This is an optimization exercise on Yosys and OpenROAD, whose aim is small area, a short achievable clock period and few clock cycles per item, not a production implementation. No functional check of the RTL was part of any run shown here.

==> flow/design.v, too long to show whole: its modules and the start of the top module <==
// module npu_requant: 1307 lines
// module rq_fa: 4 lines
// module rq_ha: 4 lines
// module rq_bsel: 4 lines
// module rq_xor: 3 lines
// module rq_xnor: 3 lines
// module rq_mux2i: 3 lines
// module rq_nand2: 3 lines
// module rq_nor2: 3 lines
// module rq_aoi21: 3 lines
// module rq_oai21: 3 lines
// module rq_inv: 3 lines
module npu_requant #(
  localparam int M_LEN  = 32,
  localparam int S_LEN  = 32,
  localparam int SH_LEN = 5
) (
  input  logic              clk_i,
  input  logic              rstn_i,
  input  logic              clear_i,
  input  logic [M_LEN-1:0]  acc_i,
  input  logic [S_LEN-1:0]  mult_i,
  input  logic [SH_LEN-1:0] shift_i,
  input  logic              valid_i,
  output logic              ready_o,
  output logic [M_LEN-1:0]  data_o,
  output logic              valid_o,
  input  logic              ready_i
);
  // ...
==> flow/flow/run.sh <==
#!/bin/bash
# The standard ORFS layout (standard.sh) with different repair settings:
#   SETUP_SLACK_MARGIN=5.7 "BUFFER_PORTS_ARGS=-buffer_cell sky130_fd_sc_hd__buf_1" "CTS_ARGS=-sink_clustering_enable -repair_clock_nets -buf_list sky130_fd_sc_hd__clkbuf_8 -dont_use_dummy_load -sink_clustering_size 12 -sink_clustering_max_diameter 100"
# All of the flow's output goes to standard.log; ORFS keeps each step's log under orfs/logs.
set -euo pipefail
bash standard.sh SETUP_SLACK_MARGIN=5.7 "BUFFER_PORTS_ARGS=-buffer_cell sky130_fd_sc_hd__buf_1" "CTS_ARGS=-sink_clustering_enable -repair_clock_nets -buf_list sky130_fd_sc_hd__clkbuf_8 -dont_use_dummy_load -sink_clustering_size 12 -sink_clustering_max_diameter 100" finish > standard.log 2>&1
==> flow/standard.sh <==
#!/bin/bash
# synth_recipe.tcl (not shown) runs the flow's synth.tcl, then flattens the netlist and writes it again
# the make line also repeats each setting of config.mk as NAME=value (left out here)
make -C /OpenROAD-flow-scripts/flow DESIGN_CONFIG=/design/flow/config.mk WORK_HOME=/design/flow/orfs CLKGATE_MAP_FILE= SYNTH_SCRIPT=/design/flow/synth_recipe.tcl "${@:-finish}"
==> flow/config.mk <==
export PLATFORM = sky130hd
export DESIGN_NAME = npu_requant
export DESIGN_NICKNAME = npu_requant
export VERILOG_FILES = /design/flow/design.v
export SDC_FILE = /design/flow/constraint.sdc
export NUM_CORES = 4
export LEC_CHECK = 0
export CAP_MARGIN = 5
export CORE_MARGIN = 2
export CORE_UTILIZATION = 65
export CTS_BUF_LIST = sky130_fd_sc_hd__clkbuf_8
export SETUP_SLACK_MARGIN = 5
export SLEW_MARGIN = 5
export SYNTH_HIERARCHICAL = 1
export SYNTH_MINIMUM_KEEP_SIZE = 0
==> flow/constraint.sdc <==
create_clock -name core_clock -period 10.0 [get_ports {clk_i}]
set_input_delay 2.0000 -clock core_clock [delete_from_list [all_inputs] [get_ports {clk_i}]]
set_output_delay 2.0000 -clock core_clock [all_outputs]
set_load 0.01 [all_outputs]
==> reports/metrics.csv, run 1 <==
metric,value,unit
Worst setup EP type,flip-flop,
worst-path cell chain,buf_8 -> o22ai_1 -> xor2_1 -> ha_1 -> fa_1 -> fa_2 -> fa_1 -> fa_1 -> ha_2 -> a211oi_2 -> o21ai_2 -> o32ai_2 -> a21oi_2,
status,"complete, no violations",
GR Overflow Total,0,
Synth Area in XOR/XNOR,0.173,
met1 wire length,35100,um
fmax,224,MHz
Syn Nets,3223,
fraction of area in multi-input gates,0.691,
"FFs w/ async S/R, synth",0.0144,
Met3 Wirelength,15500,um
top post-synthesis cells by area,"fa_1 32%, edfxtp_1 21%, xor2_1 16%, o22ai_1 11%, mux2i_1 5.6%",
MaxCap Viol Count,0,
Max stage delay on crit path,0.53,ns
Worst setup endpoint,cl2_q,
Rows,77,
Layout Skew,0.0522,ns
Worst-path clk slew,0.09,ns
WP buf/inv,1,
YS warnings,10,
multiplexer area fraction after synthesis,0.0555,
Port Buffers,107,
FFs & Latches,208,
routed wire length,101000,um
GRT met2 Usage,0.638,
# fillers,3141,
number of global-route vias before repair,26274,
layout cells sized above 1,0.108,
most frequent cell after synthesis,xor2_1,
==> inputs of run 2 (changes only) <==
--- a/flow/design.v
+++ b/flow/design.v
@@ -10,17 +10,17 @@
   input  logic [S_LEN-1:0]  mult_i,
   input  logic [SH_LEN-1:0] shift_i,
   input  logic              valid_i,
   output logic              ready_o,
   output logic [M_LEN-1:0]  data_o,
   output logic              valid_o,
   input  logic              ready_i
 );
-  localparam int L = 19;   
+  localparam int L = 16;   
   logic en;
   assign en      = ready_i;
   assign ready_o = ready_i;
   logic [15:0] one_d, two_d, neg_d;
   always_comb begin
     for (int i = 0; i < 16; i++) begin
       logic y0, y1, y2;
       y0 = (i == 0) ? 1'b0 : mult_i[2*i-1];
@@ -718,393 +718,412 @@
   rq_fa u_t1075 (.a(t830), .b(t950), .c(t951), .s(t1075), .co(t1076));
   rq_fa u_t1077 (.a(t835), .b(t953), .c(t952), .s(t1077), .co(t1078));
   rq_fa u_t1079 (.a(t836), .b(t955), .c(t954), .s(t1079), .co(t1080));
   rq_fa u_t1081 (.a(pp[15][30]), .b(t956), .c(t957), .s(t1081), .co(t1082));
   rq_fa u_t1083 (.a(t959), .b(pp[15][31]), .c(t958), .s(t1083), .co(t1084));
   rq_ha u_t1085 (.a(t960), .b(ppn[15]), .s(t1085), .co(t1086));
   assign ta = {1'b1, t1085, t1082, t1081, t1079, t1076, t1075, t1072, t1070, t1068, t1066, t1065, t1062, t1060, t1058, t1056, t1054, t1052, t1050, t1048, t1047, t1044, t1042, t1040, t1038, t1036, t1034, t1032, t1030, t1028, t1026, t1024, t1022, t1020, t1018, t1016, t1014, t1012, t1010, t1008, t1006, t1004, t1002, t1000, t998, t996, t994, t992, t990, t988, t986, t984, t982, t980, t978, t976, t974, t972, t970, t968, t966, t964, t962, pp[0][0]};
   assign tb = {t1086, t1084, t1083, t1080, t1078, t1077, t1074, t1073, t1071, t1069, t1067, t1064, t1063, t1061, t1059, t1057, t1055, t1053, t1051, t1049, t1046, t1045, t1043, t1041, t1039, t1037, t1035, t1033, t1031, t1029, t1027, t1025, t1023, t1021, t1019, t1017, t1015, t1013, t1011, t1009, t1007, t1005, t1003, t1001, t999, t997, t995, t993, t991, t989, t987, t985, t983, t981, t979, t977, t975, t973, t971, t969, t967, t965, t963, t961};
-  localparam int M = 16;
-  logic cl, cm, gm, pm;
-  logic [M:0] lsum;
-  logic [L-M:0] msum;
-  assign lsum = {1'b0, ta[M-1:0]} + {1'b0, tb[M-1:0]};
-  assign cm   = lsum[M];
-  assign msum = {1'b0, ta[L-1:M]} + {1'b0, tb[L-1:M]};
-  assign gm   = msum[L-M];
-  assign pm   = &(ta[L-1:M] ^ tb[L-1:M]);
-  assign cl   = gm | (pm & cm);
+  logic cl;
+  logic [L:0] lsum;
+  assign lsum = {1'b0, ta[L-1:0]} + {1'b0, tb[L-1:0]};
+  assign cl   = lsum[L];
   logic [32:0] h;
   logic [31:0] dq_d;
   logic        sat;
   logic ad_p1;
   logic ad_g2;
-  rq_ha u_ad_p1 (.a(a2_q[19]), .b(b2_q[19]), .s(ad_p1), .co(ad_g2));
+  rq_ha u_ad_p1 (.a(a2_q[16]), .b(b2_q[16]), .s(ad_p1), .co(ad_g2));
   logic ad_p3;
   logic ad_g4;
-  rq_ha u_ad_p3 (.a(a2_q[20]), .b(b2_q[20]), .s(ad_p3), .co(ad_g4));
+  rq_ha u_ad_p3 (.a(a2_q[17]), .b(b2_q[17]), .s(ad_p3), .co(ad_g4));
   logic ad_p5;
   logic ad_g6;
-  rq_ha u_ad_p5 (.a(a2_q[21]), .b(b2_q[21]), .s(ad_p5), .co(ad_g6));
+  rq_ha u_ad_p5 (.a(a2_q[18]), .b(b2_q[18]), .s(ad_p5), .co(ad_g6));
   logic ad_p7;
   logic ad_g8;
-  rq_ha u_ad_p7 (.a(a2_q[22]), .b(b2_q[22]), .s(ad_p7), .co(ad_g8));
+  rq_ha u_ad_p7 (.a(a2_q[19]), .b(b2_q[19]), .s(ad_p7), .co(ad_g8));
   logic ad_p9;
   logic ad_g10;
-  rq_ha u_ad_p9 (.a(a2_q[23]), .b(b2_q[23]), .s(ad_p9), .co(ad_g10));
+  rq_ha u_ad_p9 (.a(a2_q[20]), .b(b2_q[20]), .s(ad_p9), .co(ad_g10));
   logic ad_p11;
   logic ad_g12;
-  rq_ha u_ad_p11 (.a(a2_q[24]), .b(b2_q[24]), .s(ad_p11), .co(ad_g12));
+  rq_ha u_ad_p11 (.a(a2_q[21]), .b(b2_q[21]), .s(ad_p11), .co(ad_g12));
   logic ad_p13;
   logic ad_g14;
-  rq_ha u_ad_p13 (.a(a2_q[25]), .b(b2_q[25]), .s(ad_p13), .co(ad_g14));
+  rq_ha u_ad_p13 (.a(a2_q[22]), .b(b2_q[22]), .s(ad_p13), .co(ad_g14));
   logic ad_p15;
   logic ad_g16;
-  rq_ha u_ad_p15 (.a(a2_q[26]), .b(b2_q[26]), .s(ad_p15), .co(ad_g16));
+  rq_ha u_ad_p15 (.a(a2_q[23]), .b(b2_q[23]), .s(ad_p15), .co(ad_g16));
   logic ad_p17;
   logic ad_g18;
-  rq_ha u_ad_p17 (.a(a2_q[27]), .b(b2_q[27]), .s(ad_p17), .co(ad_g18));
+  rq_ha u_ad_p17 (.a(a2_q[24]), .b(b2_q[24]), .s(ad_p17), .co(ad_g18));
   logic ad_p19;
   logic ad_g20;
-  rq_ha u_ad_p19 (.a(a2_q[28]), .b(b2_q[28]), .s(ad_p19), .co(ad_g20));
+  rq_ha u_ad_p19 (.a(a2_q[25]), .b(b2_q[25]), .s(ad_p19), .co(ad_g20));
   logic ad_p21;
   logic ad_g22;
-  rq_ha u_ad_p21 (.a(a2_q[29]), .b(b2_q[29]), .s(ad_p21), .co(ad_g22));
+  rq_ha u_ad_p21 (.a(a2_q[26]), .b(b2_q[26]), .s(ad_p21), .co(ad_g22));
   logic ad_p23;
   logic ad_g24;
-  rq_ha u_ad_p23 (.a(a2_q[30]), .b(b2_q[30]), .s(ad_p23), .co(ad_g24));
+  rq_ha u_ad_p23 (.a(a2_q[27]), .b(b2_q[27]), .s(ad_p23), .co(ad_g24));
   logic ad_p25;
   logic ad_g26;
-  rq_ha u_ad_p25 (.a(a2_q[31]), .b(b2_q[31]), .s(ad_p25), .co(ad_g26));
+  rq_ha u_ad_p25 (.a(a2_q[28]), .b(b2_q[28]), .s(ad_p25), .co(ad_g26));
   logic ad_p27;
   logic ad_g28;
-  rq_ha u_ad_p27 (.a(a2_q[32]), .b(b2_q[32]), .s(ad_p27), .co(ad_g28));
+  rq_ha u_ad_p27 (.a(a2_q[29]), .b(b2_q[29]), .s(ad_p27), .co(ad_g28));
   logic ad_p29;
   logic ad_g30;
-  rq_ha u_ad_p29 (.a(a2_q[33]), .b(b2_q[33]), .s(ad_p29), .co(ad_g30));
+  rq_ha u_ad_p29 (.a(a2_q[30]), .b(b2_q[30]), .s(ad_p29), .co(ad_g30));
   logic ad_p31;
   logic ad_g32;
-  rq_ha u_ad_p31 (.a(a2_q[34]), .b(b2_q[34]), .s(ad_p31), .co(ad_g32));
+  rq_ha u_ad_p31 (.a(a2_q[31]), .b(b2_q[31]), .s(ad_p31), .co(ad_g32));
   logic ad_p33;
   logic ad_g34;
-  rq_ha u_ad_p33 (.a(a2_q[35]), .b(b2_q[35]), .s(ad_p33), .co(ad_g34));
+  rq_ha u_ad_p33 (.a(a2_q[32]), .b(b2_q[32]), .s(ad_p33), .co(ad_g34));
   logic ad_p35;
   logic ad_g36;
-  rq_ha u_ad_p35 (.a(a2_q[36]), .b(b2_q[36]), .s(ad_p35), .co(ad_g36));
+  rq_ha u_ad_p35 (.a(a2_q[33]), .b(b2_q[33]), .s(ad_p35), .co(ad_g36));
   logic ad_p37;
   logic ad_g38;
-  rq_ha u_ad_p37 (.a(a2_q[37]), .b(b2_q[37]), .s(ad_p37), .co(ad_g38));
+  rq_ha u_ad_p37 (.a(a2_q[34]), .b(b2_q[34]), .s(ad_p37), .co(ad_g38));
   logic ad_p39;
   logic ad_g40;
-  rq_ha u_ad_p39 (.a(a2_q[38]), .b(b2_q[38]), .s(ad_p39), .co(ad_g40));
+  rq_ha u_ad_p39 (.a(a2_q[35]), .b(b2_q[35]), .s(ad_p39), .co(ad_g40));
   logic ad_p41;
   logic ad_g42;
-  rq_ha u_ad_p41 (.a(a2_q[39]), .b(b2_q[39]), .s(ad_p41), .co(ad_g42));
+  rq_ha u_ad_p41 (.a(a2_q[36]), .b(b2_q[36]), .s(ad_p41), .co(ad_g42));
   logic ad_p43;
   logic ad_g44;
-  rq_ha u_ad_p43 (.a(a2_q[40]), .b(b2_q[40]), .s(ad_p43), .co(ad_g44));
+  rq_ha u_ad_p43 (.a(a2_q[37]), .b(b2_q[37]), .s(ad_p43), .co(ad_g44));
   logic ad_p45;
   logic ad_g46;
-  rq_ha u_ad_p45 (.a(a2_q[41]), .b(b2_q[41]), .s(ad_p45), .co(ad_g46));
+  rq_ha u_ad_p45 (.a(a2_q[38]), .b(b2_q[38]), .s(ad_p45), .co(ad_g46));
   logic ad_p47;
   logic ad_g48;
-  rq_ha u_ad_p47 (.a(a2_q[42]), .b(b2_q[42]), .s(ad_p47), .co(ad_g48));
+  rq_ha u_ad_p47 (.a(a2_q[39]), .b(b2_q[39]), .s(ad_p47), .co(ad_g48));
   logic ad_p49;
   logic ad_g50;
-  rq_ha u_ad_p49 (.a(a2_q[43]), .b(b2_q[43]), .s(ad_p49), .co(ad_g50));
+  rq_ha u_ad_p49 (.a(a2_q[40]), .b(b2_q[40]), .s(ad_p49), .co(ad_g50));
   logic ad_p51;
   logic ad_g52;
-  rq_ha u_ad_p51 (.a(a2_q[44]), .b(b2_q[44]), .s(ad_p51), .co(ad_g52));
+  rq_ha u_ad_p51 (.a(a2_q[41]), .b(b2_q[41]), .s(ad_p51), .co(ad_g52));
   logic ad_p53;
   logic ad_g54;
-  rq_ha u_ad_p53 (.a(a2_q[45]), .b(b2_q[45]), .s(ad_p53), .co(ad_g54));
+  rq_ha u_ad_p53 (.a(a2_q[42]), .b(b2_q[42]), .s(ad_p53), .co(ad_g54));
   logic ad_p55;
   logic ad_g56;
-  rq_ha u_ad_p55 (.a(a2_q[46]), .b(b2_q[46]), .s(ad_p55), .co(ad_g56));
+  rq_ha u_ad_p55 (.a(a2_q[43]), .b(b2_q[43]), .s(ad_p55), .co(ad_g56));
   logic ad_p57;
   logic ad_g58;
-  rq_ha u_ad_p57 (.a(a2_q[47]), .b(b2_q[47]), .s(ad_p57), .co(ad_g58));
+  rq_ha u_ad_p57 (.a(a2_q[44]), .b(b2_q[44]), .s(ad_p57), .co(ad_g58));
   logic ad_p59;
   logic ad_g60;
-  rq_ha u_ad_p59 (.a(a2_q[48]), .b(b2_q[48]), .s(ad_p59), .co(ad_g60));
+  rq_ha u_ad_p59 (.a(a2_q[45]), .b(b2_q[45]), .s(ad_p59), .co(ad_g60));
   logic ad_p61;
   logic ad_g62;
-  rq_ha u_ad_p61 (.a(a2_q[49]), .b(b2_q[49]), .s(ad_p61), .co(ad_g62));
+  rq_ha u_ad_p61 (.a(a2_q[46]), .b(b2_q[46]), .s(ad_p61), .co(ad_g62));
   logic ad_p63;
   logic ad_g64;
-  rq_ha u_ad_p63 (.a(a2_q[50]), .b(b2_q[50]), .s(ad_p63), .co(ad_g64));
+  rq_ha u_ad_p63 (.a(a2_q[47]), .b(b2_q[47]), .s(ad_p63), .co(ad_g64));
   logic ad_p65;
   logic ad_g66;
-  rq_ha u_ad_p65 (.a(a2_q[51]), .b(b2_q[51]), .s(ad_p65), .co(ad_g66));
+  rq_ha u_ad_p65 (.a(a2_q[48]), .b(b2_q[48]), .s(ad_p65), .co(ad_g66));
   logic ad_p67;
   logic ad_g68;
-  rq_ha u_ad_p67 (.a(a2_q[52]), .b(b2_q[52]), .s(ad_p67), .co(ad_g68));
+  rq_ha u_ad_p67 (.a(a2_q[49]), .b(b2_q[49]), .s(ad_p67), .co(ad_g68));
   logic ad_p69;
   logic ad_g70;
-  rq_ha u_ad_p69 (.a(a2_q[53]), .b(b2_q[53]), .s(ad_p69), .co(ad_g70));
+  rq_ha u_ad_p69 (.a(a2_q[50]), .b(b2_q[50]), .s(ad_p69), .co(ad_g70));
   logic ad_p71;
   logic ad_g72;
-  rq_ha u_ad_p71 (.a(a2_q[54]), .b(b2_q[54]), .s(ad_p71), .co(ad_g72));
+  rq_ha u_ad_p71 (.a(a2_q[51]), .b(b2_q[51]), .s(ad_p71), .co(ad_g72));
   logic ad_p73;
   logic ad_g74;
-  rq_ha u_ad_p73 (.a(a2_q[55]), .b(b2_q[55]), .s(ad_p73), .co(ad_g74));
-  logic ad_g75;
-  rq_aoi21 u_ad_g75 (.a1(ad_p1), .a2(cl2_q), .b1(ad_g2), .yn(ad_g75));
-  logic ad_i76;
-  rq_inv u_ad_i76 (.a(ad_g75), .yn(ad_i76));
-  logic ad_g77;
-  rq_aoi21 u_ad_g77 (.a1(ad_p3), .a2(ad_i76), .b1(ad_g4), .yn(ad_g77));
+  rq_ha u_ad_p73 (.a(a2_q[52]), .b(b2_q[52]), .s(ad_p73), .co(ad_g74));
+  logic ad_p75;
+  logic ad_g76;
+  rq_ha u_ad_p75 (.a(a2_q[53]), .b(b2_q[53]), .s(ad_p75), .co(ad_g76));
+  logic ad_p77;
   logic ad_g78;
-  rq_aoi21 u_ad_g78 (.a1(ad_p7), .a2(ad_g6), .b1(ad_g8), .yn(ad_g78));
+  rq_ha u_ad_p77 (.a(a2_q[54]), .b(b2_q[54]), .s(ad_p77), .co(ad_g78));
   logic ad_p79;
-  rq_nand2 u_ad_p79 (.a(ad_p7), .b(ad_p5), .y(ad_p79));
   logic ad_g80;
-  rq_aoi21 u_ad_g80 (.a1(ad_p11), .a2(ad_g10), .b1(ad_g12), .yn(ad_g80));
-  logic ad_p81;
-  rq_nand2 u_ad_p81 (.a(ad_p11), .b(ad_p9), .y(ad_p81));
-  logic ad_g82;
-  rq_aoi21 u_ad_g82 (.a1(ad_p15), .a2(ad_g14), .b1(ad_g16), .yn(ad_g82));
-  logic ad_p83;
-  rq_nand2 u_ad_p83 (.a(ad_p15), .b(ad_p13), .y(ad_p83));
+  rq_ha u_ad_p79 (.a(a2_q[55]), .b(b2_q[55]), .s(ad_p79), .co(ad_g80));
+  logic ad_g81;
+  rq_aoi21 u_ad_g81 (.a1(ad_p1), .a2(cl2_q), .b1(ad_g2), .yn(ad_g81));
+  logic ad_i82;
+  rq_inv u_ad_i82 (.a(ad_g81), .yn(ad_i82));
+  logic ad_g83;
+  rq_aoi21 u_ad_g83 (.a1(ad_p3), .a2(ad_i82), .b1(ad_g4), .yn(ad_g83));
   logic ad_g84;
-  rq_aoi21 u_ad_g84 (.a1(ad_p19), .a2(ad_g18), .b1(ad_g20), .yn(ad_g84));
+  rq_aoi21 u_ad_g84 (.a1(ad_p7), .a2(ad_g6), .b1(ad_g8), .yn(ad_g84));
   logic ad_p85;
-  rq_nand2 u_ad_p85 (.a(ad_p19), .b(ad_p17), .y(ad_p85));
+  rq_nand2 u_ad_p85 (.a(ad_p7), .b(ad_p5), .y(ad_p85));
   logic ad_g86;
-  rq_aoi21 u_ad_g86 (.a1(ad_p23), .a2(ad_g22), .b1(ad_g24), .yn(ad_g86));
+  rq_aoi21 u_ad_g86 (.a1(ad_p11), .a2(ad_g10), .b1(ad_g12), .yn(ad_g86));
   logic ad_p87;
-  rq_nand2 u_ad_p87 (.a(ad_p23), .b(ad_p21), .y(ad_p87));
+  rq_nand2 u_ad_p87 (.a(ad_p11), .b(ad_p9), .y(ad_p87));
   logic ad_g88;
-  rq_aoi21 u_ad_g88 (.a1(ad_p27), .a2(ad_g26), .b1(ad_g28), .yn(ad_g88));
+  rq_aoi21 u_ad_g88 (.a1(ad_p15), .a2(ad_g14), .b1(ad_g16), .yn(ad_g88));
   logic ad_p89;
-  rq_nand2 u_ad_p89 (.a(ad_p27), .b(ad_p25), .y(ad_p89));
+  rq_nand2 u_ad_p89 (.a(ad_p15), .b(ad_p13), .y(ad_p89));
   logic ad_g90;
-  rq_aoi21 u_ad_g90 (.a1(ad_p31), .a2(ad_g30), .b1(ad_g32), .yn(ad_g90));
+  rq_aoi21 u_ad_g90 (.a1(ad_p19), .a2(ad_g18), .b1(ad_g20), .yn(ad_g90));
   logic ad_p91;
-  rq_nand2 u_ad_p91 (.a(ad_p31), .b(ad_p29), .y(ad_p91));
+  rq_nand2 u_ad_p91 (.a(ad_p19), .b(ad_p17), .y(ad_p91));
   logic ad_g92;
-  rq_aoi21 u_ad_g92 (.a1(ad_p35), .a2(ad_g34), .b1(ad_g36), .yn(ad_g92));
+  rq_aoi21 u_ad_g92 (.a1(ad_p23), .a2(ad_g22), .b1(ad_g24), .yn(ad_g92));
   logic ad_p93;
-  rq_nand2 u_ad_p93 (.a(ad_p35), .b(ad_p33), .y(ad_p93));
+  rq_nand2 u_ad_p93 (.a(ad_p23), .b(ad_p21), .y(ad_p93));
   logic ad_g94;
-  rq_aoi21 u_ad_g94 (.a1(ad_p39), .a2(ad_g38), .b1(ad_g40), .yn(ad_g94));
+  rq_aoi21 u_ad_g94 (.a1(ad_p27), .a2(ad_g26), .b1(ad_g28), .yn(ad_g94));
   logic ad_p95;
-  rq_nand2 u_ad_p95 (.a(ad_p39), .b(ad_p37), .y(ad_p95));
+  rq_nand2 u_ad_p95 (.a(ad_p27), .b(ad_p25), .y(ad_p95));
   logic ad_g96;
-  rq_aoi21 u_ad_g96 (.a1(ad_p43), .a2(ad_g42), .b1(ad_g44), .yn(ad_g96));
+  rq_aoi21 u_ad_g96 (.a1(ad_p31), .a2(ad_g30), .b1(ad_g32), .yn(ad_g96));
   logic ad_p97;
-  rq_nand2 u_ad_p97 (.a(ad_p43), .b(ad_p41), .y(ad_p97));
+  rq_nand2 u_ad_p97 (.a(ad_p31), .b(ad_p29), .y(ad_p97));
   logic ad_g98;
-  rq_aoi21 u_ad_g98 (.a1(ad_p47), .a2(ad_g46), .b1(ad_g48), .yn(ad_g98));
+  rq_aoi21 u_ad_g98 (.a1(ad_p35), .a2(ad_g34), .b1(ad_g36), .yn(ad_g98));
   logic ad_p99;
-  rq_nand2 u_ad_p99 (.a(ad_p47), .b(ad_p45), .y(ad_p99));
+  rq_nand2 u_ad_p99 (.a(ad_p35), .b(ad_p33), .y(ad_p99));
   logic ad_g100;
-  rq_aoi21 u_ad_g100 (.a1(ad_p51), .a2(ad_g50), .b1(ad_g52), .yn(ad_g100));
+  rq_aoi21 u_ad_g100 (.a1(ad_p39), .a2(ad_g38), .b1(ad_g40), .yn(ad_g100));
   logic ad_p101;
-  rq_nand2 u_ad_p101 (.a(ad_p51), .b(ad_p49), .y(ad_p101));
+  rq_nand2 u_ad_p101 (.a(ad_p39), .b(ad_p37), .y(ad_p101));
   logic ad_g102;
-  rq_aoi21 u_ad_g102 (.a1(ad_p55), .a2(ad_g54), .b1(ad_g56), .yn(ad_g102));
+  rq_aoi21 u_ad_g102 (.a1(ad_p43), .a2(ad_g42), .b1(ad_g44), .yn(ad_g102));
   logic ad_p103;
-  rq_nand2 u_ad_p103 (.a(ad_p55), .b(ad_p53), .y(ad_p103));
+  rq_nand2 u_ad_p103 (.a(ad_p43), .b(ad_p41), .y(ad_p103));
   logic ad_g104;
-  rq_aoi21 u_ad_g104 (.a1(ad_p59), .a2(ad_g58), .b1(ad_g60), .yn(ad_g104));
+  rq_aoi21 u_ad_g104 (.a1(ad_p47), .a2(ad_g46), .b1(ad_g48), .yn(ad_g104));
   logic ad_p105;
-  rq_nand2 u_ad_p105 (.a(ad_p59), .b(ad_p57), .y(ad_p105));
+  rq_nand2 u_ad_p105 (.a(ad_p47), .b(ad_p45), .y(ad_p105));
   logic ad_g106;
-  rq_aoi21 u_ad_g106 (.a1(ad_p63), .a2(ad_g62), .b1(ad_g64), .yn(ad_g106));
+  rq_aoi21 u_ad_g106 (.a1(ad_p51), .a2(ad_g50), .b1(ad_g52), .yn(ad_g106));
   logic ad_p107;
-  rq_nand2 u_ad_p107 (.a(ad_p63), .b(ad_p61), .y(ad_p107));
+  rq_nand2 u_ad_p107 (.a(ad_p51), .b(ad_p49), .y(ad_p107));
   logic ad_g108;
-  rq_aoi21 u_ad_g108 (.a1(ad_p67), .a2(ad_g66), .b1(ad_g68), .yn(ad_g108));
+  rq_aoi21 u_ad_g108 (.a1(ad_p55), .a2(ad_g54), .b1(ad_g56), .yn(ad_g108));
   logic ad_p109;
-  rq_nand2 u_ad_p109 (.a(ad_p67), .b(ad_p65), .y(ad_p109));
+  rq_nand2 u_ad_p109 (.a(ad_p55), .b(ad_p53), .y(ad_p109));
   logic ad_g110;
-  rq_aoi21 u_ad_g110 (.a1(ad_p71), .a2(ad_g70), .b1(ad_g72), .yn(ad_g110));
+  rq_aoi21 u_ad_g110 (.a1(ad_p59), .a2(ad_g58), .b1(ad_g60), .yn(ad_g110));
   logic ad_p111;
-  rq_nand2 u_ad_p111 (.a(ad_p71), .b(ad_p69), .y(ad_p111));
+  rq_nand2 u_ad_p111 (.a(ad_p59), .b(ad_p57), .y(ad_p111));
   logic ad_g112;
-  rq_oai21 u_ad_g112 (.a1(ad_p79), .a2(ad_g77), .b1(ad_g78), .y(ad_g112));
-  logic ad_g113;
-  rq_oai21 u_ad_g113 (.a1(ad_p83), .a2(ad_g80), .b1(ad_g82), .y(ad_g113));
-  logic ad_p114;
-  rq_nor2 u_ad_p114 (.a(ad_p83), .b(ad_p81), .y(ad_p114));
-  logic ad_g115;
-  rq_oai21 u_ad_g115 (.a1(ad_p87), .a2(ad_g84), .b1(ad_g86), .y(ad_g115));
-  logic ad_p116;
-  rq_nor2 u_ad_p116 (.a(ad_p87), .b(ad_p85), .y(ad_p116));
-  logic ad_g117;
-  rq_oai21 u_ad_g117 (.a1(ad_p91), .a2(ad_g88), .b1(ad_g90), .y(ad_g117));
-  logic ad_p118;
-  rq_nor2 u_ad_p118 (.a(ad_p91), .b(ad_p89), .y(ad_p118));
-  logic ad_g119;
-  rq_oai21 u_ad_g119 (.a1(ad_p95), .a2(ad_g92), .b1(ad_g94), .y(ad_g119));
-  logic ad_p120;
-  rq_nor2 u_ad_p120 (.a(ad_p95), .b(ad_p93), .y(ad_p120));
-  logic ad_g121;
-  rq_oai21 u_ad_g121 (.a1(ad_p99), .a2(ad_g96), .b1(ad_g98), .y(ad_g121));
-  logic ad_p122;
-  rq_nor2 u_ad_p122 (.a(ad_p99), .b(ad_p97), .y(ad_p122));
+  rq_aoi21 u_ad_g112 (.a1(ad_p63), .a2(ad_g62), .b1(ad_g64), .yn(ad_g112));
+  logic ad_p113;
+  rq_nand2 u_ad_p113 (.a(ad_p63), .b(ad_p61), .y(ad_p113));
+  logic ad_g114;
+  rq_aoi21 u_ad_g114 (.a1(ad_p67), .a2(ad_g66), .b1(ad_g68), .yn(ad_g114));
+  logic ad_p115;
+  rq_nand2 u_ad_p115 (.a(ad_p67), .b(ad_p65), .y(ad_p115));
+  logic ad_g116;
+  rq_aoi21 u_ad_g116 (.a1(ad_p71), .a2(ad_g70), .b1(ad_g72), .yn(ad_g116));
+  logic ad_p117;
+  rq_nand2 u_ad_p117 (.a(ad_p71), .b(ad_p69), .y(ad_p117));
+  logic ad_g118;
+  rq_aoi21 u_ad_g118 (.a1(ad_p75), .a2(ad_g74), .b1(ad_g76), .yn(ad_g118));
+  logic ad_p119;
+  rq_nand2 u_ad_p119 (.a(ad_p75), .b(ad_p73), .y(ad_p119));
+  logic ad_g120;
+  rq_aoi21 u_ad_g120 (.a1(ad_p79), .a2(ad_g78), .b1(ad_g80), .yn(ad_g120));
+  logic ad_p121;
+  rq_nand2 u_ad_p121 (.a(ad_p79), .b(ad_p77), .y(ad_p121));
+  logic ad_g122;
+  rq_oai21 u_ad_g122 (.a1(ad_p85), .a2(ad_g83), .b1(ad_g84), .y(ad_g122));
   logic ad_g123;
-  rq_oai21 u_ad_g123 (.a1(ad_p103), .a2(ad_g100), .b1(ad_g102), .y(ad_g123));
+  rq_oai21 u_ad_g123 (.a1(ad_p89), .a2(ad_g86), .b1(ad_g88), .y(ad_g123));
   logic ad_p124;
-  rq_nor2 u_ad_p124 (.a(ad_p103), .b(ad_p101), .y(ad_p124));
+  rq_nor2 u_ad_p124 (.a(ad_p89), .b(ad_p87), .y(ad_p124));
   logic ad_g125;
-  rq_oai21 u_ad_g125 (.a1(ad_p107), .a2(ad_g104), .b1(ad_g106), .y(ad_g125));
+  rq_oai21 u_ad_g125 (.a1(ad_p93), .a2(ad_g90), .b1(ad_g92), .y(ad_g125));
   logic ad_p126;
-  rq_nor2 u_ad_p126 (.a(ad_p107), .b(ad_p105), .y(ad_p126));
+  rq_nor2 u_ad_p126 (.a(ad_p93), .b(ad_p91), .y(ad_p126));
   logic ad_g127;
-  rq_oai21 u_ad_g127 (.a1(ad_p111), .a2(ad_g108), .b1(ad_g110), .y(ad_g127));
+  rq_oai21 u_ad_g127 (.a1(ad_p97), .a2(ad_g94), .b1(ad_g96), .y(ad_g127));
   logic ad_p128;
-  rq_nor2 u_ad_p128 (.a(ad_p111), .b(ad_p109), .y(ad_p128));
+  rq_nor2 u_ad_p128 (.a(ad_p97), .b(ad_p95), .y(ad_p128));
   logic ad_g129;
-  rq_aoi21 u_ad_g129 (.a1(ad_p114), .a2(ad_g112), .b1(ad_g113), .yn(ad_g129));
-  logic ad_g130;
-  rq_aoi21 u_ad_g130 (.a1(ad_p118), .a2(ad_g115), .b1(ad_g117), .yn(ad_g130));
-  logic ad_p131;
-  rq_nand2 u_ad_p131 (.a(ad_p118), .b(ad_p116), .y(ad_p131));
-  logic ad_g132;
-  rq_aoi21 u_ad_g132 (.a1(ad_p122), .a2(ad_g119), .b1(ad_g121), .yn(ad_g132));
-  logic ad_p133;
-  rq_nand2 u_ad_p133 (.a(ad_p122), .b(ad_p120), .y(ad_p133));
-  logic ad_g134;
-  rq_aoi21 u_ad_g134 (.a1(ad_p126), .a2(ad_g123), .b1(ad_g125), .yn(ad_g134));
-  logic ad_p135;
-  rq_nand2 u_ad_p135 (.a(ad_p126), .b(ad_p124), .y(ad_p135));
-  logic ad_g136;
-  rq_oai21 u_ad_g136 (.a1(ad_p131), .a2(ad_g129), .b1(ad_g130), .y(ad_g136));
+  rq_oai21 u_ad_g129 (.a1(ad_p101), .a2(ad_g98), .b1(ad_g100), .y(ad_g129));
+  logic ad_p130;
+  rq_nor2 u_ad_p130 (.a(ad_p101), .b(ad_p99), .y(ad_p130));
+  logic ad_g131;
+  rq_oai21 u_ad_g131 (.a1(ad_p105), .a2(ad_g102), .b1(ad_g104), .y(ad_g131));
+  logic ad_p132;
+  rq_nor2 u_ad_p132 (.a(ad_p105), .b(ad_p103), .y(ad_p132));
+  logic ad_g133;
+  rq_oai21 u_ad_g133 (.a1(ad_p109), .a2(ad_g106), .b1(ad_g108), .y(ad_g133));
+  logic ad_p134;
+  rq_nor2 u_ad_p134 (.a(ad_p109), .b(ad_p107), .y(ad_p134));
+  logic ad_g135;
+  rq_oai21 u_ad_g135 (.a1(ad_p113), .a2(ad_g110), .b1(ad_g112), .y(ad_g135));
+  logic ad_p136;
+  rq_nor2 u_ad_p136 (.a(ad_p113), .b(ad_p111), .y(ad_p136));
   logic ad_g137;
-  rq_oai21 u_ad_g137 (.a1(ad_p135), .a2(ad_g132), .b1(ad_g134), .y(ad_g137));
+  rq_oai21 u_ad_g137 (.a1(ad_p117), .a2(ad_g114), .b1(ad_g116), .y(ad_g137));
   logic ad_p138;
-  rq_nor2 u_ad_p138 (.a(ad_p135), .b(ad_p133), .y(ad_p138));
+  rq_nor2 u_ad_p138 (.a(ad_p117), .b(ad_p115), .y(ad_p138));
   logic ad_g139;
-  rq_aoi21 u_ad_g139 (.a1(ad_p138), .a2(ad_g136), .b1(ad_g137), .yn(ad_g139));
-  logic ad_i140;
-  rq_inv u_ad_i140 (.a(ad_g136), .yn(ad_i140));
+  rq_oai21 u_ad_g139 (.a1(ad_p121), .a2(ad_g118), .b1(ad_g120), .y(ad_g139));
+  logic ad_p140;
+  rq_nor2 u_ad_p140 (.a(ad_p121), .b(ad_p119), .y(ad_p140));
   logic ad_g141;
-  rq_oai21 u_ad_g141 (.a1(ad_p133), .a2(ad_i140), .b1(ad_g132), .y(ad_g141));
-  logic ad_i142;
-  rq_inv u_ad_i142 (.a(ad_g129), .yn(ad_i142));
-  logic ad_g143;
-  rq_aoi21 u_ad_g143 (.a1(ad_p116), .a2(ad_i142), .b1(ad_g115), .yn(ad_g143));
+  rq_aoi21 u_ad_g141 (.a1(ad_p124), .a2(ad_g122), .b1(ad_g123), .yn(ad_g141));
+  logic ad_g142;
+  rq_aoi21 u_ad_g142 (.a1(ad_p128), .a2(ad_g125), .b1(ad_g127), .yn(ad_g142));
+  logic ad_p143;
+  rq_nand2 u_ad_p143 (.a(ad_p128), .b(ad_p126), .y(ad_p143));
   logic ad_g144;
-  rq_aoi21 u_ad_g144 (.a1(ad_p120), .a2(ad_g136), .b1(ad_g119), .yn(ad_g144));
-  logic ad_g145;
-  rq_aoi21 u_ad_g145 (.a1(ad_p124), .a2(ad_g141), .b1(ad_g123), .yn(ad_g145));
-  logic ad_i146;
-  rq_inv u_ad_i146 (.a(ad_g139), .yn(ad_i146));
-  logic ad_g147;
-  rq_aoi21 u_ad_g147 (.a1(ad_p128), .a2(ad_i146), .b1(ad_g127), .yn(ad_g147));
+  rq_aoi21 u_ad_g144 (.a1(ad_p132), .a2(ad_g129), .b1(ad_g131), .yn(ad_g144));
+  logic ad_p145;
+  rq_nand2 u_ad_p145 (.a(ad_p132), .b(ad_p130), .y(ad_p145));
+  logic ad_g146;
+  rq_aoi21 u_ad_g146 (.a1(ad_p136), .a2(ad_g133), .b1(ad_g135), .yn(ad_g146));
+  logic ad_p147;
+  rq_nand2 u_ad_p147 (.a(ad_p136), .b(ad_p134), .y(ad_p147));
+  logic ad_g148;
+  rq_aoi21 u_ad_g148 (.a1(ad_p140), .a2(ad_g137), .b1(ad_g139), .yn(ad_g148));
+  logic ad_p149;
+  rq_nand2 u_ad_p149 (.a(ad_p140), .b(ad_p138), .y(ad_p149));
+  logic ad_g150;
+  rq_oai21 u_ad_g150 (.a1(ad_p143), .a2(ad_g141), .b1(ad_g142), .y(ad_g150));
   logic ad_g151;
-  rq_oai21 u_ad_g151 (.a1(ad_p89), .a2(ad_g143), .b1(ad_g88), .y(ad_g151));
-  logic ad_i152;
-  rq_inv u_ad_i152 (.a(ad_g136), .yn(ad_i152));
+  rq_oai21 u_ad_g151 (.a1(ad_p147), .a2(ad_g144), .b1(ad_g146), .y(ad_g151));
+  logic ad_p152;
+  rq_nor2 u_ad_p152 (.a(ad_p147), .b(ad_p145), .y(ad_p152));
   logic ad_g153;
-  rq_oai21 u_ad_g153 (.a1(ad_p93), .a2(ad_i152), .b1(ad_g92), .y(ad_g153));
-  logic ad_g154;
-  rq_oai21 u_ad_g154 (.a1(ad_p97), .a2(ad_g144), .b1(ad_g96), .y(ad_g154));
-  logic ad_i155;
-  rq_inv u_ad_i155 (.a(ad_g141), .yn(ad_i155));
+  rq_aoi21 u_ad_g153 (.a1(ad_p152), .a2(ad_g150), .b1(ad_g151), .yn(ad_g153));
+  logic ad_i154;
+  rq_inv u_ad_i154 (.a(ad_g150), .yn(ad_i154));
+  logic ad_g155;
+  rq_oai21 u_ad_g155 (.a1(ad_p145), .a2(ad_i154), .b1(ad_g144), .y(ad_g155));
   logic ad_g156;
-  rq_oai21 u_ad_g156 (.a1(ad_p101), .a2(ad_i155), .b1(ad_g100), .y(ad_g156));
-  logic ad_g157;
-  rq_oai21 u_ad_g157 (.a1(ad_p105), .a2(ad_g145), .b1(ad_g104), .y(ad_g157));
+  rq_oai21 u_ad_g156 (.a1(ad_p149), .a2(ad_g153), .b1(ad_g148), .y(ad_g156));
+  logic ad_i157;
+  rq_inv u_ad_i157 (.a(ad_g141), .yn(ad_i157));
   logic ad_g158;
-  rq_oai21 u_ad_g158 (.a1(ad_p109), .a2(ad_g139), .b1(ad_g108), .y(ad_g158));
-  logic ad_i166;
-  rq_inv u_ad_i166 (.a(ad_g143), .yn(ad_i166));
-  logic ad_g167;
-  rq_aoi21 u_ad_g167 (.a1(ad_p25), .a2(ad_i166), .b1(ad_g26), .yn(ad_g167));
+  rq_aoi21 u_ad_g158 (.a1(ad_p126), .a2(ad_i157), .b1(ad_g125), .yn(ad_g158));
+  logic ad_g159;
+  rq_aoi21 u_ad_g159 (.a1(ad_p130), .a2(ad_g150), .b1(ad_g129), .yn(ad_g159));
+  logic ad_g160;
+  rq_aoi21 u_ad_g160 (.a1(ad_p134), .a2(ad_g155), .b1(ad_g133), .yn(ad_g160));
+  logic ad_i161;
+  rq_inv u_ad_i161 (.a(ad_g153), .yn(ad_i161));
+  logic ad_g162;
+  rq_aoi21 u_ad_g162 (.a1(ad_p138), .a2(ad_i161), .b1(ad_g137), .yn(ad_g162));
+  logic ad_g166;
+  rq_oai21 u_ad_g166 (.a1(ad_p95), .a2(ad_g158), .b1(ad_g94), .y(ad_g166));
+  logic ad_i167;
+  rq_inv u_ad_i167 (.a(ad_g150), .yn(ad_i167));
   logic ad_g168;
-  rq_aoi21 u_ad_g168 (.a1(ad_p29), .a2(ad_g151), .b1(ad_g30), .yn(ad_g168));
+  rq_oai21 u_ad_g168 (.a1(ad_p99), .a2(ad_i167), .b1(ad_g98), .y(ad_g168));
   logic ad_g169;
-  rq_aoi21 u_ad_g169 (.a1(ad_p33), .a2(ad_g136), .b1(ad_g34), .yn(ad_g169));
-  logic ad_g170;
-  rq_aoi21 u_ad_g170 (.a1(ad_p37), .a2(ad_g153), .b1(ad_g38), .yn(ad_g170));
-  logic ad_i171;
-  rq_inv u_ad_i171 (.a(ad_g144), .yn(ad_i171));
+  rq_oai21 u_ad_g169 (.a1(ad_p103), .a2(ad_g159), .b1(ad_g102), .y(ad_g169));
+  logic ad_i170;
+  rq_inv u_ad_i170 (.a(ad_g155), .yn(ad_i170));
+  logic ad_g171;
+  rq_oai21 u_ad_g171 (.a1(ad_p107), .a2(ad_i170), .b1(ad_g106), .y(ad_g171));
   logic ad_g172;
-  rq_aoi21 u_ad_g172 (.a1(ad_p41), .a2(ad_i171), .b1(ad_g42), .yn(ad_g172));
+  rq_oai21 u_ad_g172 (.a1(ad_p111), .a2(ad_g160), .b1(ad_g110), .y(ad_g172));
   logic ad_g173;
-  rq_aoi21 u_ad_g173 (.a1(ad_p45), .a2(ad_g154), .b1(ad_g46), .yn(ad_g173));
+  rq_oai21 u_ad_g173 (.a1(ad_p115), .a2(ad_g153), .b1(ad_g114), .y(ad_g173));
   logic ad_g174;
-  rq_aoi21 u_ad_g174 (.a1(ad_p49), .a2(ad_g141), .b1(ad_g50), .yn(ad_g174));
-  logic ad_g175;
-  rq_aoi21 u_ad_g175 (.a1(ad_p53), .a2(ad_g156), .b1(ad_g54), .yn(ad_g175));
-  logic ad_i176;
-  rq_inv u_ad_i176 (.a(ad_g145), .yn(ad_i176));
-  logic ad_g177;
-  rq_aoi21 u_ad_g177 (.a1(ad_p57), .a2(ad_i176), .b1(ad_g58), .yn(ad_g177));
-  logic ad_g178;
-  rq_aoi21 u_ad_g178 (.a1(ad_p61), .a2(ad_g157), .b1(ad_g62), .yn(ad_g178));
-  logic ad_i179;
-  rq_inv u_ad_i179 (.a(ad_g139), .yn(ad_i179));
-  logic ad_g180;
-  rq_aoi21 u_ad_g180 (.a1(ad_p65), .a2(ad_i179), .b1(ad_g66), .yn(ad_g180));
-  logic ad_g181;
-  rq_aoi21 u_ad_g181 (.a1(ad_p69), .a2(ad_g158), .b1(ad_g70), .yn(ad_g181));
-  logic ad_i182;
-  rq_inv u_ad_i182 (.a(ad_g147), .yn(ad_i182));
-  logic ad_g183;
-  rq_aoi21 u_ad_g183 (.a1(ad_p73), .a2(ad_i182), .b1(ad_g74), .yn(ad_g183));
-  logic ad_s184;
-  rq_xnor u_ad_s184 (.a(ad_p25), .b(ad_g143), .y(ad_s184));
-  logic ad_s185;
-  rq_xnor u_ad_s185 (.a(ad_p27), .b(ad_g167), .y(ad_s185));
-  logic ad_s186;
-  rq_xor u_ad_s186 (.a(ad_p29), .b(ad_g151), .y(ad_s186));
-  logic ad_s187;
-  rq_xnor u_ad_s187 (.a(ad_p31), .b(ad_g168), .y(ad_s187));
-  logic ad_s188;
-  rq_xor u_ad_s188 (.a(ad_p33), .b(ad_g136), .y(ad_s188));
-  logic ad_s189;
-  rq_xnor u_ad_s189 (.a(ad_p35), .b(ad_g169), .y(ad_s189));
-  logic ad_s190;
-  rq_xor u_ad_s190 (.a(ad_p37), .b(ad_g153), .y(ad_s190));
-  logic ad_s191;
-  rq_xnor u_ad_s191 (.a(ad_p39), .b(ad_g170), .y(ad_s191));
-  logic ad_s192;
-  rq_xnor u_ad_s192 (.a(ad_p41), .b(ad_g144), .y(ad_s192));
-  logic ad_s193;
-  rq_xnor u_ad_s193 (.a(ad_p43), .b(ad_g172), .y(ad_s193));
-  logic ad_s194;
-  rq_xor u_ad_s194 (.a(ad_p45), .b(ad_g154), .y(ad_s194));
-  logic ad_s195;
-  rq_xnor u_ad_s195 (.a(ad_p47), .b(ad_g173), .y(ad_s195));
-  logic ad_s196;
-  rq_xor u_ad_s196 (.a(ad_p49), .b(ad_g141), .y(ad_s196));
-  logic ad_s197;
-  rq_xnor u_ad_s197 (.a(ad_p51), .b(ad_g174), .y(ad_s197));
-  logic ad_s198;
-  rq_xor u_ad_s198 (.a(ad_p53), .b(ad_g156), .y(ad_s198));
-  logic ad_s199;
-  rq_xnor u_ad_s199 (.a(ad_p55), .b(ad_g175), .y(ad_s199));
-  logic ad_s200;
-  rq_xnor u_ad_s200 (.a(ad_p57), .b(ad_g145), .y(ad_s200));
+  rq_oai21 u_ad_g174 (.a1(ad_p119), .a2(ad_g162), .b1(ad_g118), .y(ad_g174));
+  logic ad_g184;
+  rq_aoi21 u_ad_g184 (.a1(ad_p29), .a2(ad_g166), .b1(ad_g30), .yn(ad_g184));
+  logic ad_g185;
+  rq_aoi21 u_ad_g185 (.a1(ad_p33), .a2(ad_g150), .b1(ad_g34), .yn(ad_g185));
+  logic ad_g186;
+  rq_aoi21 u_ad_g186 (.a1(ad_p37), .a2(ad_g168), .b1(ad_g38), .yn(ad_g186));
+  logic ad_i187;
+  rq_inv u_ad_i187 (.a(ad_g159), .yn(ad_i187));
+  logic ad_g188;
+  rq_aoi21 u_ad_g188 (.a1(ad_p41), .a2(ad_i187), .b1(ad_g42), .yn(ad_g188));
+  logic ad_g189;
+  rq_aoi21 u_ad_g189 (.a1(ad_p45), .a2(ad_g169), .b1(ad_g46), .yn(ad_g189));
+  logic ad_g190;
+  rq_aoi21 u_ad_g190 (.a1(ad_p49), .a2(ad_g155), .b1(ad_g50), .yn(ad_g190));
+  logic ad_g191;
+  rq_aoi21 u_ad_g191 (.a1(ad_p53), .a2(ad_g171), .b1(ad_g54), .yn(ad_g191));
+  logic ad_i192;
+  rq_inv u_ad_i192 (.a(ad_g160), .yn(ad_i192));
+  logic ad_g193;
+  rq_aoi21 u_ad_g193 (.a1(ad_p57), .a2(ad_i192), .b1(ad_g58), .yn(ad_g193));
+  logic ad_g194;
+  rq_aoi21 u_ad_g194 (.a1(ad_p61), .a2(ad_g172), .b1(ad_g62), .yn(ad_g194));
+  logic ad_i195;
+  rq_inv u_ad_i195 (.a(ad_g153), .yn(ad_i195));
+  logic ad_g196;
+  rq_aoi21 u_ad_g196 (.a1(ad_p65), .a2(ad_i195), .b1(ad_g66), .yn(ad_g196));
+  logic ad_g197;
+  rq_aoi21 u_ad_g197 (.a1(ad_p69), .a2(ad_g173), .b1(ad_g70), .yn(ad_g197));
+  logic ad_i198;
+  rq_inv u_ad_i198 (.a(ad_g162), .yn(ad_i198));
+  logic ad_g199;
+  rq_aoi21 u_ad_g199 (.a1(ad_p73), .a2(ad_i198), .b1(ad_g74), .yn(ad_g199));
+  logic ad_g200;
+  rq_aoi21 u_ad_g200 (.a1(ad_p77), .a2(ad_g174), .b1(ad_g78), .yn(ad_g200));
   logic ad_s201;
-  rq_xnor u_ad_s201 (.a(ad_p59), .b(ad_g177), .y(ad_s201));
+  rq_xnor u_ad_s201 (.a(ad_p31), .b(ad_g184), .y(ad_s201));
   logic ad_s202;
-  rq_xor u_ad_s202 (.a(ad_p61), .b(ad_g157), .y(ad_s202));
+  rq_xor u_ad_s202 (.a(ad_p33), .b(ad_g150), .y(ad_s202));
   logic ad_s203;
-  rq_xnor u_ad_s203 (.a(ad_p63), .b(ad_g178), .y(ad_s203));
+  rq_xnor u_ad_s203 (.a(ad_p35), .b(ad_g185), .y(ad_s203));
   logic ad_s204;
-  rq_xnor u_ad_s204 (.a(ad_p65), .b(ad_g139), .y(ad_s204));
+  rq_xor u_ad_s204 (.a(ad_p37), .b(ad_g168), .y(ad_s204));
   logic ad_s205;
-  rq_xnor u_ad_s205 (.a(ad_p67), .b(ad_g180), .y(ad_s205));
+  rq_xnor u_ad_s205 (.a(ad_p39), .b(ad_g186), .y(ad_s205));
   logic ad_s206;
-  rq_xor u_ad_s206 (.a(ad_p69), .b(ad_g158), .y(ad_s206));
+  rq_xnor u_ad_s206 (.a(ad_p41), .b(ad_g159), .y(ad_s206));
   logic ad_s207;
-  rq_xnor u_ad_s207 (.a(ad_p71), .b(ad_g181), .y(ad_s207));
+  rq_xnor u_ad_s207 (.a(ad_p43), .b(ad_g188), .y(ad_s207));
   logic ad_s208;
-  rq_xnor u_ad_s208 (.a(ad_p73), .b(ad_g147), .y(ad_s208));
-  logic ad_i209;
-  rq_inv u_ad_i209 (.a(ad_g183), .yn(ad_i209));
+  rq_xor u_ad_s208 (.a(ad_p45), .b(ad_g169), .y(ad_s208));
+  logic ad_s209;
+  rq_xnor u_ad_s209 (.a(ad_p47), .b(ad_g189), .y(ad_s209));
+  logic ad_s210;
+  rq_xor u_ad_s210 (.a(ad_p49), .b(ad_g155), .y(ad_s210));
+  logic ad_s211;
+  rq_xnor u_ad_s211 (.a(ad_p51), .b(ad_g190), .y(ad_s211));
+  logic ad_s212;
+  rq_xor u_ad_s212 (.a(ad_p53), .b(ad_g171), .y(ad_s212));
+  logic ad_s213;
+  rq_xnor u_ad_s213 (.a(ad_p55), .b(ad_g191), .y(ad_s213));
+  logic ad_s214;
+  rq_xnor u_ad_s214 (.a(ad_p57), .b(ad_g160), .y(ad_s214));
+  logic ad_s215;
+  rq_xnor u_ad_s215 (.a(ad_p59), .b(ad_g193), .y(ad_s215));
+  logic ad_s216;
+  rq_xor u_ad_s216 (.a(ad_p61), .b(ad_g172), .y(ad_s216));
+  logic ad_s217;
+  rq_xnor u_ad_s217 (.a(ad_p63), .b(ad_g194), .y(ad_s217));
+  logic ad_s218;
+  rq_xnor u_ad_s218 (.a(ad_p65), .b(ad_g153), .y(ad_s218));
+  logic ad_s219;
+  rq_xnor u_ad_s219 (.a(ad_p67), .b(ad_g196), .y(ad_s219));
+  logic ad_s220;
+  rq_xor u_ad_s220 (.a(ad_p69), .b(ad_g173), .y(ad_s220));
+  logic ad_s221;
+  rq_xnor u_ad_s221 (.a(ad_p71), .b(ad_g197), .y(ad_s221));
+  logic ad_s222;
+  rq_xnor u_ad_s222 (.a(ad_p73), .b(ad_g162), .y(ad_s222));
+  logic ad_s223;
+  rq_xnor u_ad_s223 (.a(ad_p75), .b(ad_g199), .y(ad_s223));
+  logic ad_s224;
+  rq_xor u_ad_s224 (.a(ad_p77), .b(ad_g174), .y(ad_s224));
+  logic ad_s225;
+  rq_xnor u_ad_s225 (.a(ad_p79), .b(ad_g200), .y(ad_s225));
   logic [63:56] hsum;
-  assign hsum = hs2_q + {{(7){1'b0}}, ad_i209};
-  assign h = {hsum, ad_s208, ad_s207, ad_s206, ad_s205, ad_s204, ad_s203, ad_s202, ad_s201, ad_s200, ad_s199, ad_s198, ad_s197, ad_s196, ad_s195, ad_s194, ad_s193, ad_s192, ad_s191, ad_s190, ad_s189, ad_s188, ad_s187, ad_s186, ad_s185, ad_s184};
+  assign hsum = hs2_q + {{(7){1'b0}}, ad_g156};
+  assign h = {hsum, ad_s225, ad_s224, ad_s223, ad_s222, ad_s221, ad_s220, ad_s219, ad_s218, ad_s217, ad_s216, ad_s215, ad_s214, ad_s213, ad_s212, ad_s211, ad_s210, ad_s209, ad_s208, ad_s207, ad_s206, ad_s205, ad_s204, ad_s203, ad_s202, ad_s201};
   assign sat = (sh2_q == 5'd0) & ~h[32] & h[31];
   logic [32:0] sv0, sv1, sv2, sv3, sv4, sv5;   
   assign sv0 = h;
   rq_mux2i u_sh0_0 (.a(sv0[0]), .b(sv0[1]), .s(sh2_q[0]), .yn(sv1[0]));
   rq_mux2i u_sh0_1 (.a(sv0[1]), .b(sv0[2]), .s(sh2_q[0]), .yn(sv1[1]));
   rq_mux2i u_sh0_2 (.a(sv0[2]), .b(sv0[3]), .s(sh2_q[0]), .yn(sv1[2]));
   rq_mux2i u_sh0_3 (.a(sv0[3]), .b(sv0[4]), .s(sh2_q[0]), .yn(sv1[3]));
   rq_mux2i u_sh0_4 (.a(sv0[4]), .b(sv0[5]), .s(sh2_q[0]), .yn(sv1[4]));
==> reports/metrics.csv, run 2 <==
metric,value,unit,change
fin. max-slew vios,0,,
Slew headroom,0.278,,
Port Buffers,107,,unchanged
Worst Hold Class,reg -> reg,,
YS warnings,10,,unchanged
hold_buf cts,0,,
period utilisation layout,0.432,,
"critical path fanouts, max",32,,
"Clk Latency, worst-skew pair",0.62,ns,
GR peak layer,met2,,
"area leader, netlist",fa_1,,
CP Data Required Time,10.34,ns,
number of global-route vias before repair,25418,,-3.3%
Syn Nets,3228,,+0.16%
CTS root buffer,clkbuf_8,,
Placer Congestion,0.903,,
Mapped Cells,2562,,
worst-path cell chain,clkbuf_8 -> o22ai_1 -> xor2_1 -> fa_1 -> fa_1 -> fa_1 -> fa_1 -> fa_1 -> fa_1,,
Unique masters post-synth,45,,
initial core utilization,0.655,,
CP max-delay cell,fa_1,,
Via Count,24281,,
Worst setup EP type,flip-flop,,
"FFs w/ async S/R, synth",0.0140,,-0.000404
WP buf/inv,1,,unchanged
"most used cell, CP",fa_1,,
Final Util,0.722,,
routed wire length,97300,um,-3.6%
layout net count,3460,,
Top delay family on crit path,adder cells,,
vias per inst,7.16,,
CTS tree,yes,,
synthesized cell area,29600,um^2,
GR met3 Demand/Resource,0.168,,
RSZ-0062 raised after global routing,true,,
Post-route DRC,0,,
CTS H-tree lvls,1,,
Die X,217,um,
most frequent cell after synthesis,xor2_1,,
"commonest non-fill, non-tap cell in the layout",xor2_1,,
layout cells sized above 1,0.0895,,-0.0182
MaxCap Viol Count,0,,unchanged
initial antenna violation count,0,,
Post-synth top cells,"525 x xor2_1, 512 x o22ai_1, 467 x fa_1",,
Synth Flop Type,edfxtp_1,,
Core ar.,45200,um^2,
# fillers,3289,,+4.7%
WP data arrival,4.66,ns,
setup TNS,0,ns,
most frequent cells in the layout,"524 x xor2_1, 504 x o22ai_1, 430 x fa_1",,
M1 GR Usage,0.533,,
DR pass1 iterations,9,,
Setup WS post-layout,5.68,ns,
largest net degree at the start of global routing,186,,
Max stage delay on crit path,0.58,ns,+0.05 ns
wire per inst,28.7,um,
Largest regs,"a2_q (40), b2_q (40)",,
synthesis-stage register bit count,214,,
Routed Antenna Nets,0,,
clk sinks,214,,
drt initial violations,3335,,
die area,47200,um^2,
status,"complete, no violations",,
WS Path Type,reg -> reg,,
fmax,232,MHz,+3.3%
Layout Skew,0.0370,ns,-0.0152 ns
"Seq/Total Area, Yosys",0.217,,
crit start category,flip-flop,,
top post-synthesis cells by area,"fa_1 32%, edfxtp_1 21%, xor2_1 16%, o22ai_1 11%, mux2i_1 5.5%",,
Post-synth EDFFs,211,,
Setup-failing EPs final,0,,
Final min period,4.32,ns,
Rows,78,,+1.3%
GR Overflow Total,0,,unchanged
Yosys top cell area share,0.316,,
worst-margin pin slew,1.08,ns,
Worst-path clk slew,0.08,ns,about the same
gr usage total,0.412,,
CTS max path bufs,3,,
first-pass GRT wire length,146000,um,
Post-Place Worst Slack,4.41,ns,
I/O Pins,108,,
die extent in y,217,um,
Final Hold Fails,0,,
GRT met2 Usage,0.611,,-0.0274
P&R area growth vs syn,10.3,%,
hpwl dp,58400,um,
syn_area_per_cell,11.5,um^2,
CTS buffer count,22,,
-- run 2: changes by cell type in the layout (fill, tap and decap cells not counted), moves of 5 or more --
| cell | previous run | this run |
|---|---|---|
| buf_12 | 21 | 9 |
| edfxtp_1 | 205 | 211 |
| bufbuf_16 | 6 | 0 |
| buf_4 | 48 | 24 |
| buf_6 | 45 | 56 |
| ha_1 | 120 | 125 |
-- run 2: cells by family (layout without fill, tap and decap cells) --
group	Yosys count	after routing	share of synthesized area
AO/OA/AOI/OAI	615	615	0.133
adder cells (fa/ha/maj)	592	592	0.369
XOR/XNOR	579	579	0.172
AND/OR/NAND/NOR	217	218	0.0314
flip-flops	214	214	0.217
buffers and inverters	182	411	0.0233
multiplexers	163	163	0.0551
other	0	1	0
-- run 2: modules after synthesis, one instance, submodules excluded, a selection --
module,cells inside,area [um^2]
rq_nand2,1,3.75
rq_xnor,1,8.76
rq_ha,1,12.5
rq_bsel,1,6.26
rq_oai21,1,5.00
rq_fa,1,20.0
-- run 2: path summary, 6_finish.rpt --
path	to	cells past startpoint	slack, ns	startpoint
max	b2_q[33]	9	5.68	twon1_q[4]
min	v1_q	2	0.56	v1_q
max reg2reg	b2_q[33]	9	5.68	twon1_q[4]
min reg2reg	v1_q	2	0.56	v1_q
max in group asynchronous	v3_q	1	8.66	rstn_i
min in group asynchronous	v2_q	1	1.18	rstn_i
-- run 2: repair_timing --
| action | CTS | global route |
|---|---|---|
| hold endpoints to repair | 0 | 0 |
| pin swaps | 2 | 5 |
| setup endpoints to repair | 63 | 60 |
| resized for setup | 28 | 133 |
| setup buffers | 3 | 12 |
| cloned | 3 | 3 |
-- run 2: metrics by stage --
step / hold slack, ns / cell area (um^2) / instances
4_1_cts: 0.549 / 32000 / 3377
3_3_place_gp: 0.502 / 31500 / 3349
2_1_floorplan: 0.460 / 29700 / 2562
6_report: 0.563 / 32600 / 3393
5_1_grt: 0.577 / 32600 / 3392
3_5_place_dp: 0.533 / 31500 / 3349
-- run 2: cell type report --
class                   instances  area (um^2)  area share
multi-input cells            2167        22800       0.698
flip-flops and latches        214         6410       0.196
repair buffers                215         1730      0.0531
well taps                     600          751      0.0230
inverters                     173          653      0.0200
clock buffers                  22          303     0.00928
repair inverters                1         5.00    0.000153
diodes                          1         2.50   0.0000767
-- run 2: worst register-to-register path: cells and delay by family (launching register included) --
| family | cells | cell delay, ns |
|---|---|---|
| adders and majority gates | 6 | 2.93 |
| AOI/OAI and AO/OA | 1 | 0.24 |
| buffers and inverters | 1 | 0.27 |
| xor gates and xnor gates | 1 | 0.21 |
| DFF | 1 | 0.39 |
-- run 2: layer usage --
layer,wire [um],vias to the layer above,part of all wire
met2,42000,2143,0.43
met4,5290,0,0.054
met5,0,-,0
li1,-,9711,-
met1,35200,11914,0.36
met3,14800,513,0.15

static timing again, ports no longer ideal:
In the flow no input, the clock included, has a driving cell. The finished layouts below were timed again as built, in two steps. Step 1, drivers: a clkbuf_16 drives clk_i and a buf_2 each remaining input, both assumed. Step 2 moves the port delays by t, midway between the first and last clock arrival at a register: inputs arrive t later, outputs are due t later. That takes back most of the time a late clock gives input paths. a / b / c = ideal ports / drivers / drivers and shift; a / b = the first two.
run | shift t [ns] | setup WS [ns] | worst setup path at the end | slew at the worst register clock pin (ns) | worst data-port slew with drivers (ns)
run 1 | 0.645 | 5.538 / 5.538 / 5.538 | register to register | 0.10 / 0.10 | 0.04
run 2 | 0.653 | 5.681 / 5.681 / 5.681 | register to register | 0.09 / 0.09 | 0.09
After both steps every run listed still meets setup and hold.
